This is an optimization exercise on Yosys and OpenROAD, whose aim is small area, not a production implementation. Function was checked by simulation only, so behaviour that the tests miss may differ from the original. Power is estimated from default activity; no workload was simulated.

`flow/run.sh`:
```
#!/bin/bash
# The standard layout with two changes: the clock tree is built from clkbuf_8 buffers
# over sink clusters of at most 16 sinks and 45 um, without dummy loads, and the port
# buffers are buf_1 cells. Each tool's output goes to the ORFS logs; make's to standard_make.log.
set -euo pipefail
CTS="-sink_clustering_enable -repair_clock_nets -dont_use_dummy_load"
CTS="$CTS -sink_clustering_size 16 -sink_clustering_max_diameter 45"
CTS="$CTS -buf_list sky130_fd_sc_hd__clkbuf_8"
bash standard.sh finish \
  "CTS_ARGS=$CTS" \
  "BUFFER_PORTS_ARGS=-buffer_cell sky130_fd_sc_hd__buf_1" \
  > standard_make.log 2>&1
```
`constraint.sdc`:
```
create_clock -name core_clock -period 5.0 [get_ports {clk}]
set_input_delay 1.0000 -clock core_clock [delete_from_list [all_inputs] [get_ports {clk}]]
set_output_delay 1.0000 -clock core_clock [all_outputs]
set_load 0.01 [all_outputs]
```
`standard.sh`:
```
#!/bin/bash
# synth_recipe.tcl (not shown) runs the flow's synth.tcl, then flattens the netlist and writes it again
# the make line also repeats each setting of config.mk as NAME=value (left out here)
make -C /OpenROAD-flow-scripts/flow DESIGN_CONFIG=/design/flow/config.mk WORK_HOME=/design/flow/orfs CLKGATE_MAP_FILE= SYNTH_SCRIPT=/design/flow/synth_recipe.tcl "${@:-finish}"
```
`config.mk`:
```
export PLATFORM = sky130hd
export DESIGN_NAME = reg_file_mp
export DESIGN_NICKNAME = reg_file_mp
export VERILOG_FILES = /design/flow/design.v
export SDC_FILE = /design/flow/constraint.sdc
export NUM_CORES = 4
export LEC_CHECK = 0
export CAP_MARGIN = 20
export CORE_MARGIN = 2
export CORE_UTILIZATION = 40
export SLEW_MARGIN = 20
export SYNTH_HIERARCHICAL = 1
export SYNTH_MINIMUM_KEEP_SIZE = 0
```
`design.v`:
```
package mips_pkg;
  localparam int unsigned MIPS_DATA_W = 32;
  localparam int unsigned MIPS_ADDR_W = 5;
  typedef logic [MIPS_ADDR_W-1:0] reg_addr_t;
  typedef logic [MIPS_DATA_W-1:0] word_t;
  localparam reg_addr_t REG_ZERO = '0;
endpackage
module reg_file_rd_port #(
  parameter int unsigned DATA_W = mips_pkg::MIPS_DATA_W,
  parameter int unsigned ADDR_W = mips_pkg::MIPS_ADDR_W,
  localparam int unsigned DEPTH = 2 ** ADDR_W
) (
  input  logic                         clk_i,
  input  logic                         rst_i,
  input  logic                         rd_en_i,
  input  logic [ADDR_W-1:0]            rd_addr_i,
  input  logic [DEPTH-1:1][DATA_W-1:0] mem_d_i,
  input  logic [DEPTH-1:1]             valid_d_i,
  input  logic [DEPTH-1:1]             pending_d_i,
  output logic [DATA_W-1:0]            rd_data_o,
  output logic                         rd_busy_o
);
  logic [DATA_W-1:0] rd_data_q, rd_data_d;
  logic              rd_busy_q, rd_busy_d;
  logic [DEPTH-1:0]  sel_busy, sel_data;
  logic [DEPTH-1:0]  busy_in;
  assign sel_busy[0] = !rd_en_i;
  assign sel_data[0] = !rd_en_i;
  assign busy_in[0]  = rd_busy_q;
  for (genvar r = 1; r < int'(DEPTH); r++) begin : g_sel
    assign sel_busy[r] = rd_en_i && (rd_addr_i == ADDR_W'(r));
    assign sel_data[r] = sel_busy[r] && valid_d_i[r];
    assign busy_in[r]  = pending_d_i[r];
  end
  for (genvar b = 0; b < int'(DATA_W); b++) begin : g_bit
    logic [DEPTH-1:0] data_in;
    assign data_in[0] = rd_data_q[b];
    for (genvar r = 1; r < int'(DEPTH); r++) begin : g_in
      assign data_in[r] = mem_d_i[r][b];
    end
    reg_file_rd_sel #(.N(DEPTH)) u_rd_sel (
      .sel_i  (sel_data),
      .data_i (data_in),
      .d_o    (rd_data_d[b])
    );
  end
  reg_file_rd_sel #(.N(DEPTH)) u_busy_sel (
    .sel_i  (sel_busy),
    .data_i (busy_in),
    .d_o    (rd_busy_d)
  );
  always_ff @(posedge clk_i or posedge rst_i) begin
    if (rst_i) begin
      rd_data_q <= '0;
      rd_busy_q <= 1'b0;
    end else begin
      rd_data_q <= rd_data_d;
      rd_busy_q <= rd_busy_d;
    end
  end
  assign rd_data_o = rd_data_q;
  assign rd_busy_o = rd_busy_q;
endmodule
module reg_file_rd_sel #(
  parameter int unsigned N = 32,
  localparam int unsigned G = (N + 2) / 3
) (
  input  logic [N-1:0] sel_i,
  input  logic [N-1:0] data_i,
  output logic         d_o
);
  logic [G-1:0] grp_n;
  for (genvar g = 0; g < int'(G); g++) begin : g_grp
    localparam int unsigned W = (3 * g + 3 <= N) ? 3 : N - 3 * g;
    reg_file_aoi #(.W(W)) u_aoi (
      .sel_i  (sel_i[3*g +: W]),
      .data_i (data_i[3*g +: W]),
      .y_no   (grp_n[g])
    );
  end
  assign d_o = !(&grp_n);
endmodule
module reg_file_aoi #(
  parameter int unsigned W = 3
) (
  input  logic [W-1:0] sel_i,
  input  logic [W-1:0] data_i,
  output logic       y_no
);
  assign y_no = !(|(sel_i & data_i));
endmodule
module reg_file_mp #(
  parameter int unsigned DATA_W   = mips_pkg::MIPS_DATA_W,
  parameter int unsigned ADDR_W   = mips_pkg::MIPS_ADDR_W,
  parameter int unsigned NUM_RD   = 2,
  parameter int unsigned NUM_WR   = 2,
  parameter int unsigned ZERO_REG = 1
) (
  input  logic                     clk,
  input  logic                     rst,
  input  logic [NUM_RD-1:0]        rd_en,
  input  logic [NUM_RD*ADDR_W-1:0] rd_addr,
  output logic [NUM_RD*DATA_W-1:0] rd_data,
  output logic [NUM_RD-1:0]        rd_busy,
  input  logic [NUM_WR-1:0]        wr_en,
  input  logic [NUM_WR*ADDR_W-1:0] wr_addr,
  input  logic [NUM_WR*DATA_W-1:0] wr_data,
  input  logic                     rsv_en,
  input  logic [ADDR_W-1:0]        rsv_addr
);
  localparam int unsigned DEPTH = 2 ** ADDR_W;
  logic [DEPTH-1:1][DATA_W-1:0] mem_q;
  logic [DEPTH-1:1][DATA_W-1:0] mem_d;
  logic [DEPTH-1:1]             valid_q, valid_d;
  logic [DEPTH-1:1]             pending_q, pending_d;
  logic [DEPTH-1:1]             hit0, hit1, hold, rsv_hit;
  for (genvar r = 1; r < int'(DEPTH); r++) begin : g_reg
    assign hit1[r]    = wr_en[1] && (wr_addr[ADDR_W +: ADDR_W] == ADDR_W'(r));
    assign hit0[r]    = wr_en[0] && (wr_addr[0 +: ADDR_W] == ADDR_W'(r)) && !hit1[r];
    assign hold[r]    = !(hit0[r] || hit1[r]);
    assign rsv_hit[r] = rsv_en && (rsv_addr == ADDR_W'(r));
    for (genvar b = 0; b < int'(DATA_W); b++) begin : g_bit
      reg_file_wr_sel u_wr_sel (
        .sel1_i  (hit1[r]),
        .data1_i (wr_data[DATA_W + b]),
        .sel0_i  (hit0[r]),
        .data0_i (wr_data[b]),
        .hold_i  (hold[r]),
        .q_i     (mem_q[r][b]),
        .d_o     (mem_d[r][b])
      );
    end
    assign valid_d[r]   = valid_q[r] || !hold[r];
    assign pending_d[r] = rsv_hit[r] || (pending_q[r] && hold[r]);
  end
  always_ff @(posedge clk) begin
    mem_q <= mem_d;
  end
  always_ff @(posedge clk or posedge rst) begin
    if (rst) begin
      valid_q   <= '0;
      pending_q <= '0;
    end else begin
      valid_q   <= valid_d;
      pending_q <= pending_d;
    end
  end
  for (genvar p = 0; p < int'(NUM_RD); p++) begin : g_rd
    reg_file_rd_port #(
      .DATA_W (DATA_W),
      .ADDR_W (ADDR_W)
    ) u_rd_port (
      .clk_i      (clk),
      .rst_i      (rst),
      .rd_en_i    (rd_en[p]),
      .rd_addr_i  (rd_addr[p*ADDR_W +: ADDR_W]),
      .mem_d_i    (mem_d),
      .valid_d_i  (valid_d),
      .pending_d_i(pending_d),
      .rd_data_o  (rd_data[p*DATA_W +: DATA_W]),
      .rd_busy_o  (rd_busy[p])
    );
  end
endmodule
module reg_file_wr_sel (
  input  logic sel1_i,
  input  logic data1_i,
  input  logic sel0_i,
  input  logic data0_i,
  input  logic hold_i,
  input  logic q_i,
  output logic d_o
);
  assign d_o = (sel1_i & data1_i) | (sel0_i & data0_i) | (hold_i & q_i);
endmodule
```
==> results of run 1 <==
-- cells by family after synthesis --
kind of cell           count (synthesis)
DFF                                 1120
and+or+nand+nor                      618
AOI/OAI and AO/OA                   1780
buffers and inverters               1037
-- critical path, cell delays in order --
cell	delay (ns)
buf_1	0.45
buf_4	0.31
nand2b_1	0.31
nor2_4	0.55
nor2_4	0.28
buf_4	0.28
a222oi_1	0.25
inv_1	0.11
a222oi_1	0.46
nand4_1	0.56
or3_1	0.52
-- worst min-delay path by stage --
stage,startpoint,end,slack (ns),cells after the start
after floorplan,valid_q[10],valid_q[10],0.44,1
after global placement,valid_q[25],valid_q[25],0.45,1
after detailed placement,valid_q[27],valid_q[27],0.46,1
after CTS,rst,g_rd[0].u_rd_port.rd_busy_q,0.42,3
after global routing,rst,g_rd[0].u_rd_port.rd_busy_q,0.48,3
final,rst,valid_q[1],0.43,3
-- where the power goes --
part | internal (W) | switching, W
registers | 0.0112 | 0.000860
clock network | 0.00240 | 0.00331
logic | 0.00199 | 0.00344
total | 0.0156 | 0.00761
-- Yosys cell counts, types with 10 or more instances --
cell type | count | area, sq um
a222oi_1 | 1652 | 16500
inv_1 | 999 | 3750
dfxtp_1 | 992 | 19900
nand4_1 | 136 | 851
dfrtp_1 | 128 | 3200
nor2_1 | 126 | 473
a22oi_2 | 69 | 863
nand3_1 | 66 | 330
or3_1 | 66 | 413
and3_1 | 63 | 394
nand2b_1 | 42 | 263
nand2_1 | 36 | 135
a22oi_1 | 20 | 150
buf_2 | 19 | 95.1
clkbuf_1 | 17 | 63.8
and4b_1 | 12 | 120
a22o_1 | 11 | 96.3
nand4b_1 | 11 | 96.3
nor3_1 | 11 | 55.1
nor2b_1 | 10 | 62.6
-- modules after synthesis (local to each module, per instance), excerpt --
module           flip-flops and latches  area, sq um
reg_file_mp                        1054        23100
reg_file_wr_sel                       0         13.8
-- state kept, by name, summed over array words and instances, names as in the netlist --
register                  cells
g_rd.u_rd_port.rd_busy_q      2
g_rd.u_rd_port.rd_data_q     64
mem_q                       992
pending_q                    31
valid_q                      31
-- cell type report --
class,instances,area share [%]
clock buffer,135,3.32
inverter,999,6.71
tap,1612,3.61
multi-input combinational,2398,40.0
antenna,11,0.0492
timing repair buffer,437,5.07
sequential,1120,41.3
-- metal layers --
layer	wire (um)	part of all wire [%]	global-route usage (%)
met2	106000	40	55.8
met1	90900	34	51.5
met3	47400	18	14.7
met4	23700	8.8	30.3
met5	139	0.052	1.27
-- stage by stage --
stage	area (sq um)	utilization, %
2_1_floorplan	48500	-
3_3_place_gp	54000	44.9
3_5_place_dp	54000	45.0
4_1_cts	55900	46.5
5_1_grt	55900	46.5
6_report	55900	46.5
-- cells in the final DEF, fill, tap and decap left out, drive strengths merged, types with 12 or more instances in the layout --
cell	synthesis	final
nand4	136	136
dfrtp	128	128
and3	63	63
dfxtp	992	992
nand3	66	66
or3	66	66
and4b	12	12
buf	21	432
clkbuf	17	140
a222oi	1652	1652
inv	999	997
nor2	126	126
nand2b	42	42
a22oi	89	89
nand2	36	36
==> impl_metrics.csv, run 1 <==
group,metric,value,unit
status,outcome,"finished clean",
setup_path,startpoint_type,"input port",
sta,fin_ws,0.633,ns
setup_path,critPathCaptureType,"flop",
final_layout,final_nets,5187,
logic_synthesis,synth-seq-area-share,47.5,%
clocking,clock_latency,0.87,ns
route,drt_wl_total,268,mm
setup_path,cp_data_required_time,5.73,ns
route,ant_nets,0,
final_layout,fillers,11516,
logic_synthesis,synth_simple_gate_area_share,7.47,%
pwr,irDropWorstVdd,0.000268,V
sta,setup_viol,0,
final_layout,drive_gt1_share,13.0,%
clocking,htreeDepth,4,
logic_synthesis,syn-cell-area,0.0485,sq mm
floorplanning,rows,127,
hold_path,min_path_type,"in -> async",
pwr,power,0.0232,W
clocking,cts-root-buf,"clkbuf_8",
logic_synthesis,synthAdderAreaFrac,0,%
setup_path,rr_worst_depth,5,
logic_synthesis,synth-seq-cells,1120,
setup_path,r2r_end,"g_rd[1].u_rd_port.rd_data_q[28]",
global_route,grt_usage,40.6,%
logic_synthesis,synth.mux.area_fraction,0,%
setup_path,crit_type,"in -> reg",
floorplanning,coreArea,0.120,sq mm
sta,drv_slew,0,
setup_path,critPathCapture,"g_rd[0].u_rd_port.rd_data_q[19]",
floorplanning,start_util,40.4,%
clocking,cts_buffers,135,
pwr,p_per_area,415,mW/mm^2
final_layout,areaGrowthSynthToFinish,15.2,%
route,drtPass1Iterations,15,
sta,finalSetupTns,0,ns
route,drtIter0Drc,18941,
global_route,antenna_found_initial,13,
pwr,power_leakage,25.1,nW
final_layout,multi_input_comb_area,0.0223,sq mm
placed_design,place.port_buffers,161,
clocking,post_cts_resized,0,
job,drv_cap,0,
logic_synthesis,synth_area_per_cell,10.6,sq um
route,vias,54449,
sta,finalHoldViolations,0,
clocking,cts_buffer_depth,3,
final_layout,stdcell_count,6712,
floorplanning,pin_count,162,
logic_synthesis,synth-main-ff-cell,"dfxtp_1",
route,vias_per_cell,8.11,
clocking,cts_tree,"done",
sta,max-slew-margin-rel,13.8,%
floorplanning,die_w,352,um
logic_synthesis,syn_inst,4555,
setup_path,cp_max_fo,18,
logic_synthesis,ys_async_sr_fraction,11.4,%
global_route,grt_pass1_wl,371,mm
route,wire_per_inst,39.9,um
logic_synthesis,synth_enable_flop_cells,0,
setup_path,rrSetupSlack,1.81,ns
sta,min_period,4.37,ns
global_route,gr-total-overflow,0,
sta,min_period_over_period,87.3,%
floorplanning,die_h,352,um
sta,hold_slack,0.434,ns
sta,worst-slew-pin-transition,1.29,ns
logic_synthesis,ys_warn_count,8,
setup_path,worstPathArrival,5.10,ns
global_route,grt_max_degree,63,
global_route,grt_pass1_vias,50940,
floorplanning,die_area,0.124,sq mm
sta,finalClockSkew,0.0699,ns
clocking,holdBufCountCts,0,
logic_synthesis,synth_fp_nets,4651,
clocking,clkSinkCount,1120,
placed_design,gp_congestion,1.02,
sta,rsz0062_at_grt,"no",
placed_design,dpl.hpwl,162,mm
placed_design,pre_cts_slack,0.0714,ns
setup_path,startpoint,"wr_addr[5]",
logic_synthesis,synth_compound_area_share,36.9,%
sta,fmax,229,MHz
clocking,clk_pin_slew,0.07,ns
clocking,cts_setup_buffers,0,
setup_path,regToRegStartpoint,"valid_q[14]",
route,remaining_drc_errors,0,
logic_synthesis,synth_xor_area_share,0,%
logic_synthesis,yosysUniqueCellTypes,38,
final_layout,ff_latch_area,0.0231,sq mm
logic_synthesis,synth_top_family_by_area,"compound AO/OA/AOI/OAI gates",
placed_design,dpl.cell_count,6566,
==> inputs of run 2 (changes only) <==
==> flow/run.sh (replaced) <==
#!/bin/bash
# The standard layout with two changes: the clock tree is built from clkbuf_4 buffers
# over sink clusters of at most 10 sinks and 30 um, without dummy loads, and the port
# buffers are buf_1 cells. Each tool's output goes to the ORFS logs; make's to standard_make.log.
set -euo pipefail
CTS="-sink_clustering_enable -repair_clock_nets -dont_use_dummy_load"
CTS="$CTS -sink_clustering_size 10 -sink_clustering_max_diameter 30"
CTS="$CTS -buf_list sky130_fd_sc_hd__clkbuf_4"
bash standard.sh finish \
  "CTS_ARGS=$CTS" \
  "BUFFER_PORTS_ARGS=-buffer_cell sky130_fd_sc_hd__buf_1" \
  > standard_make.log 2>&1
==> run 2 against run 1 <==
Cell count rose by 1.5%. Largest cell class unchanged. Critical path type unchanged. Maximum frequency rose by 10%. Utilization fell by 0.076 points. Sequential power barely moved. Count of clock-buffer cells in the layout rose by 96. Critical endpoint unchanged.
==> impl_metrics.csv, run 2 <==
group,metric,value,unit
setup_path,worstPathCellList,"buf_1, buf_4, nand2b_1, nor2_4, nor2_4, buf_4, a222oi_1, inv_1, a222oi_1, nand4_1, or3_1",
setup_path,cp_max_fo,18,
logic_synthesis,syn_inst,4555,
floorplanning,die_area,0.124,sq mm
logic_synthesis,yosysMostFrequentCell,"a222oi_1",
floorplanning,die_h,352,um
sta,finalSetupTns,0,ns
sta,rsz0062_at_grt,"no",
floorplanning,pin_count,162,
final_layout,top_regs,"mem_q: 992 flops, g_rd.u_rd_port.rd_data_q: 64 flops",
sta,worst-slew-pin-transition,1.27,ns
route,vias_per_cell,8.12,
clocking,clkSinkCount,1120,
sta,finalHoldViolations,0,
placed_design,place.port_buffers,161,
sta,fmax,252,MHz
sta,drv_slew,0,
logic_synthesis,syn-cell-area,0.0485,sq mm
sta,finalClockSkew,0.103,ns
floorplanning,coreArea,0.120,sq mm
final_layout,largest_reg_flops,992,
placed_design,dpl.hpwl,162,mm
final_layout,final_common_cell,"a222oi_1",
logic_synthesis,synth-seq-cells,1120,
route,ant_nets,0,
setup_path,critPathSlowestCell,"nand4_1",
route,drtPass1Iterations,19,
final_layout,final_nets,5284,
setup_path,critPathMaxStageDelay,0.55,ns
job,drv_cap,0,
setup_path,cp_data_required_time,6.12,ns
sta,min_period,3.96,ns
global_route,grt_pass1_wl,373,mm
status,outcome,"finished clean",
clocking,holdBufCountCts,0,
setup_path,startpoint,"wr_addr[5]",
setup_path,worstPathArrival,5.08,ns
setup_path,regToRegStartpoint,"valid_q[14]",
setup_path,startpoint_type,"input port",
global_route,grt_usage,40.7,%
placed_design,gp_congestion,1.02,
logic_synthesis,yosys-top-cells-count,"a222oi_1, inv_1, dfxtp_1",
placed_design,pre_cts_slack,0.0714,ns
sta,hold_slack,0.0976,ns
route,drtIter0Drc,18557,
floorplanning,start_util,40.4,%
global_route,antenna_found_initial,13,
pwr,irDropWorstVdd,0.000273,V
clocking,cts-root-buf,"clkbuf_4",
route,wire_per_inst,39.5,um
clocking,clock_latency,1.26,ns
logic_synthesis,synth_area_leaders,"dfxtp_1, a222oi_1, inv_1",
logic_synthesis,synth_top_area_share,40.9,%
logic_synthesis,synth_enable_flop_cells,0,
route,remaining_drc_errors,0,
pwr,p_per_area,412,mW/mm^2
logic_synthesis,synth_fp_nets,4651,
sta,setup_viol,0,
logic_synthesis,yosysUniqueCellTypes,38,
setup_path,crit_type,"in -> reg",
clocking,cts_tree,"done",
sta,fin_ws,1.04,ns
sta,min_period_over_period,79.2,%
logic_synthesis,ys_async_sr_fraction,11.4,%
logic_synthesis,synth_top_cell_by_area,"dfxtp_1",
clocking,cts_buffer_depth,3,
global_route,gr-total-overflow,0,
sta,max-slew-margin-rel,15.3,%
final_layout,post-route-util,46.5,%
global_route,grt_max_degree,63,
route,vias,55311,
hold_path,min_path_type,"in -> async",
pwr,power_leakage,25.2,nW
global_route,grt_pass1_vias,51910,
final_layout,final_cell_mix,"a222oi_1, inv_1, dfxtp_1",
logic_synthesis,ys_warn_count,8,
setup_path,crit_buf_inv,4,
logic_synthesis,synth-main-ff-cell,"dfxtp_1",
route,drt_wl_total,269,mm
clocking,cts_setup_buffers,0,
floorplanning,die_w,352,um
clocking,clk_pin_slew,0.08,ns
clocking,cts_buffers,231,
setup_path,crit_family,"simple AND/OR/NAND/NOR gates",
floorplanning,rows,127,
final_layout,top_register,"mem_q",
final_layout,drive_gt1_share,14.6,%
setup_path,critPathCaptureType,"flop",
logic_synthesis,synth_area_per_cell,10.6,sq um
clocking,post_cts_resized,0,
logic_synthesis,synth-seq-area-share,47.5,%
final_layout,areaGrowthSynthToFinish,15.0,%
clocking,htreeDepth,4,
[run 2: cell counts after synthesis]
No cell type changed its count.
[run 2: worst paths after layout]
check | end | slack, ns | depth (start not counted)
min reg2reg | valid_q[27] | 0.48 | 1
max | g_rd[0].u_rd_port.rd_data_q[19] | 1.04 | 11
min in group core_clock | mem_q[553] | 0.24 | 3
min | valid_q[22] | 0.1 | 3
max in group asynchronous | g_rd[1].u_rd_port.rd_data_q[18] | 4.10 | 3
max reg2reg | g_rd[1].u_rd_port.rd_data_q[28] | 1.71 | 5
[run 2: metrics by stage]
stage / instance area, sq um / std cells / total power (W)
after floorplan: 48500 / 4555 / 0.0154
after global placement: 54000 / 6565 / 0.0171
after detailed placement: 54000 / 6566 / 0.0173
after CTS: 55700 / 6797 / 0.0226
after global routing: 55800 / 6805 / 0.0239
final: 55800 / 6814 / 0.0230
[run 2: cell type report]
| class | instances | area, sq um |
|---|---|---|
| clock buffers | 231 | 1730 |
| repair buffers | 438 | 2850 |
| diodes | 16 | 40.0 |
| well taps | 1612 | 2020 |
| inverters | 999 | 3750 |
| fillers | 11536 | 64300 |
| flip-flops and latches | 1120 | 23100 |
| multi-input cells | 2398 | 22300 |
[run 2: worst reg2reg max path, delay by kind of cell, from the launching register on]
kind	cells	cell delay, ns
AOI/OAI and AO/OA	1	0.86
DFF	1	0.35
and+or+nand+nor	4	1.93
[run 2: cell families after synthesis]
kind of cell	after synthesis	share of synthesized area [%]
and+or+nand+nor	618	7.47
AOI/OAI and AO/OA	1780	36.9
DFF	1120	47.5
buffers and inverters	1037	8.09
[run 2: per-module statistics from Yosys (local to each module, per instance), excerpt]
| module | flip-flops and latches | cells inside | cell area (sq um) | times used |
|---|---|---|---|---|
| reg_file_mp | 1054 | 1325 | 23100 | 1 |
| reg_file_wr_sel | 0 | 2 | 13.8 | 992 |
[run 2: where the power goes]
group | switching [W] | leakage, nW | internal (W)
Combinational | 0.00344 | 14.3 | 0.00199
Sequential | 0.000867 | 9.88 | 0.0112
Clock | 0.00341 | 1.06 | 0.00208
[run 2: per-layer routing]
metal	vias up	track usage, %	share of wire, %
met4	6	31.5	9.3
li1	21538	-	-
met5	-	0.308	0.013
met1	26265	51.3	34
met2	6148	55.1	39
met3	1354	16.0	18
==> inputs of run 3 (changes only) <==
==> run.sh (new file) <==
#!/bin/bash
# synth_recipe.tcl (not shown) runs the flow's synth.tcl, then flattens the netlist and writes it again
# the make line also repeats each setting of config.mk as NAME=value (left out here)
make -C /OpenROAD-flow-scripts/flow DESIGN_CONFIG=/design/flow/config.mk WORK_HOME=/design/flow/orfs CLKGATE_MAP_FILE= SYNTH_SCRIPT=/design/flow/synth_recipe.tcl finish
removed: flow/run.sh
removed: standard.sh
==> run 3 against run 2 <==
Cell area increased by 7.8%. Flip-flop and latch count unchanged. Setup slack got worse by 0.73 ns. Critical endpoint is now g_rd[0].u_rd_port.rd_data_q[1]. Critical path type unchanged. Synthesized area did not move. Highest routed layer unchanged. Total power up 16%. Global-route usage increased by 1.7 points. Non-clock buffer count is 107 higher. Hold slack improved by 0.38 ns. First-iteration DRC count rose by 5.5%.
==> impl_metrics.csv, run 3 <==
group,metric,value,unit
logic_synthesis,synth_fp_nets,4651,
logic_synthesis,syn_inst,4555,
route,drtIter0Drc,19571,
clocking,holdBufCountCts,0,
setup_path,crit_family,"simple AND/OR/NAND/NOR gates",
logic_synthesis,synth_enable_flop_cells,0,
global_route,gr-total-overflow,0,
logic_synthesis,yosysMostFrequentCell,"a222oi_1",
route,wire_per_inst,40.5,um
sta,finalClockSkew,0.0311,ns
sta,finalHoldViolations,0,
sta,rsz0062_at_grt,"no",
placed_design,gp_congestion,0.981,
route,vias_per_cell,8.16,
setup_path,worstPathArrival,5.29,ns
sta,min_period,4.69,ns
sta,setup_viol,0,
clocking,cts_setup_buffers,0,
final_layout,top_register,"mem_q",
clocking,clkSinkCount,1120,
floorplanning,die_h,352,um
placed_design,dpl.hpwl,167,mm
sta,min_period_over_period,93.9,%
final_layout,top_regs,"mem_q: 992 flops, g_rd.u_rd_port.rd_data_q: 64 flops",
floorplanning,die_w,352,um
clocking,clk_pin_slew,0.06,ns
clocking,clock_latency,0.75,ns
setup_path,critPathCaptureType,"flop",
clocking,cts-root-buf,"clkbuf_16",
sta,worst-slew-pin-transition,1.28,ns
setup_path,startpoint_type,"input port",
floorplanning,pin_count,162,
setup_path,critPathSlowestCell,"clkdlybuf4s50_1",
route,ant_nets,0,
hold_path,min_path_type,"reg -> reg",
clocking,cts_buffer_depth,3,
setup_path,cp_data_required_time,5.59,ns
pwr,power_leakage,27.2,nW
final_layout,largest_reg_flops,992,
final_layout,final_cell_mix,"a222oi_1, inv_1, dfxtp_1",
floorplanning,coreArea,0.120,sq mm
logic_synthesis,synth_top_cell_by_area,"dfxtp_1",
status,outcome,"finished clean",
global_route,grt_max_degree,39,
clocking,post_cts_resized,0,
hold_path,hold_depth,1,
global_route,grt_pass1_wl,388,mm
job,drv_cap,0,
pwr,irDropWorstVdd,0.000345,V
final_layout,drive_gt1_share,15.4,%
route,remaining_drc_errors,0,
route,drt_wl_total,280,mm
logic_synthesis,ys_async_sr_fraction,11.4,%
logic_synthesis,synth_top_area_share,40.9,%
sta,max-slew-margin-rel,14.2,%
final_layout,areaGrowthSynthToFinish,24.0,%
setup_path,cp_max_fo,27,
floorplanning,start_util,40.4,%
logic_synthesis,ys_warn_count,8,
logic_synthesis,synth-seq-area-share,47.5,%
final_layout,final_nets,5277,
setup_path,crit_buf_inv,2,
floorplanning,rows,127,
global_route,grt_usage,42.5,%
placed_design,place.port_buffers,161,
logic_synthesis,synth_area_per_cell,10.6,sq um
logic_synthesis,synth-main-ff-cell,"dfxtp_1",
sta,drv_slew,0,
logic_synthesis,synth-seq-cells,1120,
global_route,antenna_found_initial,23,
sta,fmax,213,MHz
logic_synthesis,yosys-top-cells-count,"a222oi_1, inv_1, dfxtp_1",
setup_path,critPathMaxStageDelay,0.69,ns
logic_synthesis,yosysUniqueCellTypes,38,
setup_path,worstPathCellList,"clkdlybuf4s50_1, and4bb_1, a22oi_2, nand2b_1, and3_2, buf_4, a222oi_1, nand4_1, or3_1",
final_layout,fillers,10992,
final_layout,final_common_cell,"a222oi_1",
sta,finalSetupTns,0,ns
clocking,cts_buffers,117,
final_layout,post-route-util,50.1,%
final_layout,ff_latch_area,0.0231,sq mm
setup_path,rr_worst_depth,6,
route,vias,56403,
logic_synthesis,synth_area_leaders,"dfxtp_1, a222oi_1, inv_1",
setup_path,cp.depth,9,
floorplanning,die_area,0.124,sq mm
pwr,p_per_area,442,mW/mm^2
setup_path,crit_type,"in -> reg",
global_route,grt_pass1_vias,52439,
logic_synthesis,syn-cell-area,0.0485,sq mm
final_layout,multi_input_comb_area,0.0224,sq mm
clocking,htreeDepth,3,
clocking,cts_tree,"done",
route,drtPass1Iterations,22,
## run 3: cell count changes in the layout (fill, tap and decap cells not counted), moves of 3 or more
| cell | delta |
|---|---|
| buf_1 | -156 |
| clkinv_2 | +26 |
| buf_4 | +72 |
| inv_2 | -3 |
| diode_2 | +7 |
| clkbuf_2 | -5 |
| clkdlybuf4s50_1 | +160 |
| clkbuf_1 | +34 |
| clkbuf_16 | +121 |
| buf_12 | +35 |
| clkbuf_4 | -231 |
| clkbuf_8 | +32 |
## run 3: cell type report
type                            instances  area share [%]
Multi-Input combinational cell       2398            37.2
Sequential cell                      1120            38.3
Tap cell                             1612            3.35
Timing Repair Buffer                  545            8.46
Antenna cell                           23          0.0957
Clock buffer                          187            5.98
Clock inverter                         30           0.395
Inverter                              999            6.24
## run 3: worst reg2reg max path: cells and delay by family, from the launching register on
family,cells,cell delay [ns]
AND/OR/NAND/NOR,4,2.01
AO/OA/AOI/OAI,1,0.42
flip-flops,1,0.36
buffers and inverters,1,0.36
## run 3: where the power goes
group	internal [W]	switching [W]
sequential	0.0112	0.000746
combinational	0.00228	0.00343
clock	0.00501	0.00391
total	0.0185	0.00808
## run 3: cells by family after synthesis
logic type      count (synthesis)  synth area share, %
flops                        1120                 47.5
buf+inv                      1037                 8.09
compound gates               1780                 36.9
simple gates                  618                 7.47
## run 3: final timing paths
path                                  start                              end  slack [ns]
worst min register to register  valid_q[27]                      valid_q[27]        0.48
worst max-delay path             wr_addr[3]   g_rd[0].u_rd_port.rd_data_q[1]        0.31
min in group asynchronous               rst  g_rd[1].u_rd_port.rd_data_q[25]        0.86
worst max register to register  valid_q[18]   g_rd[0].u_rd_port.rd_data_q[1]        1.71
max in group asynchronous               rst  g_rd[1].u_rd_port.rd_data_q[15]        3.05
worst min-delay path            valid_q[27]                      valid_q[27]        0.48
## run 3: per-stage QoR
step / instance area, sq um / setup slack (ns) / total power, W / std cells / hold slack, ns
3_3_place_gp: 56200 / 0.00509 / 0.0173 / 6672 / 0.452
4_1_cts: 60100 / 0.722 / 0.0262 / 6889 / 0.473
2_1_floorplan: 48500 / 0.439 / 0.0154 / 4555 / 0.437
3_5_place_dp: 56200 / -0.0226 / 0.0175 / 6672 / 0.458
6_report: 60200 / 0.307 / 0.0266 / 6914 / 0.476
5_1_grt: 60100 / 0.299 / 0.0274 / 6894 / 0.490
## run 3: metal layers
metal / part of all wire (%) / GRT usage [%] / up-vias
li1: - / - / 21594
met1: 33 / 52.7 / 26986
met2: 39 / 57.6 / 6336
met3: 19 / 18.8 / 1470
met4: 9.2 / 30.8 / 17
met5: 0.16 / 2.58 / -
## run 3: per-module statistics from Yosys, one instance, submodules excluded, excerpt
module / copies in the design / flops+latches / area [sq um]
reg_file_wr_sel: 992 / 0 / 13.8
reg_file_mp: 1 / 1054 / 23100

static timing again, ports no longer ideal:
The results above use ideal ports. As a check the final layouts listed here were re-extracted and re-timed, cells and wires unchanged.
Step 1: set_driving_cell puts a clkbuf_16 on clk and a buf_2 on each other input, an assumption about the parent block.
Step 2 times the ports against the registers' clock, not the clock port: input delays grow and output delays shrink by t, the midpoint of the rising clock arrivals with the driver on.
Three values: ideal ports, drivers, drivers and shift; two values: the first two.
run | t (ns) | setup slack, ns | hold WS [ns] | latest minus earliest clock arrival (ns) | pins driven straight from the clock port
run 1 | 0.915 | 0.633 / 0.683 / -0.233 | 0.434 / 0.379 / 0.478 | 0.089 / 0.089 | 1
run 2 | 1.264 | 1.038 / 1.087 / -0.178 | 0.098 / 0.046 / 0.476 | 0.131 / 0.131 | 1
run 3 | 0.815 | 0.307 / 0.360 / -0.455 | 0.476 / 0.476 / 0.476 | 0.032 / 0.032 | 1
Met with ideal ports but missed after step 2: setup timing in every run listed. The setup slack of run 2, which loses most, moves by +0.049 ns with the drivers and by -1.216 ns with both steps.
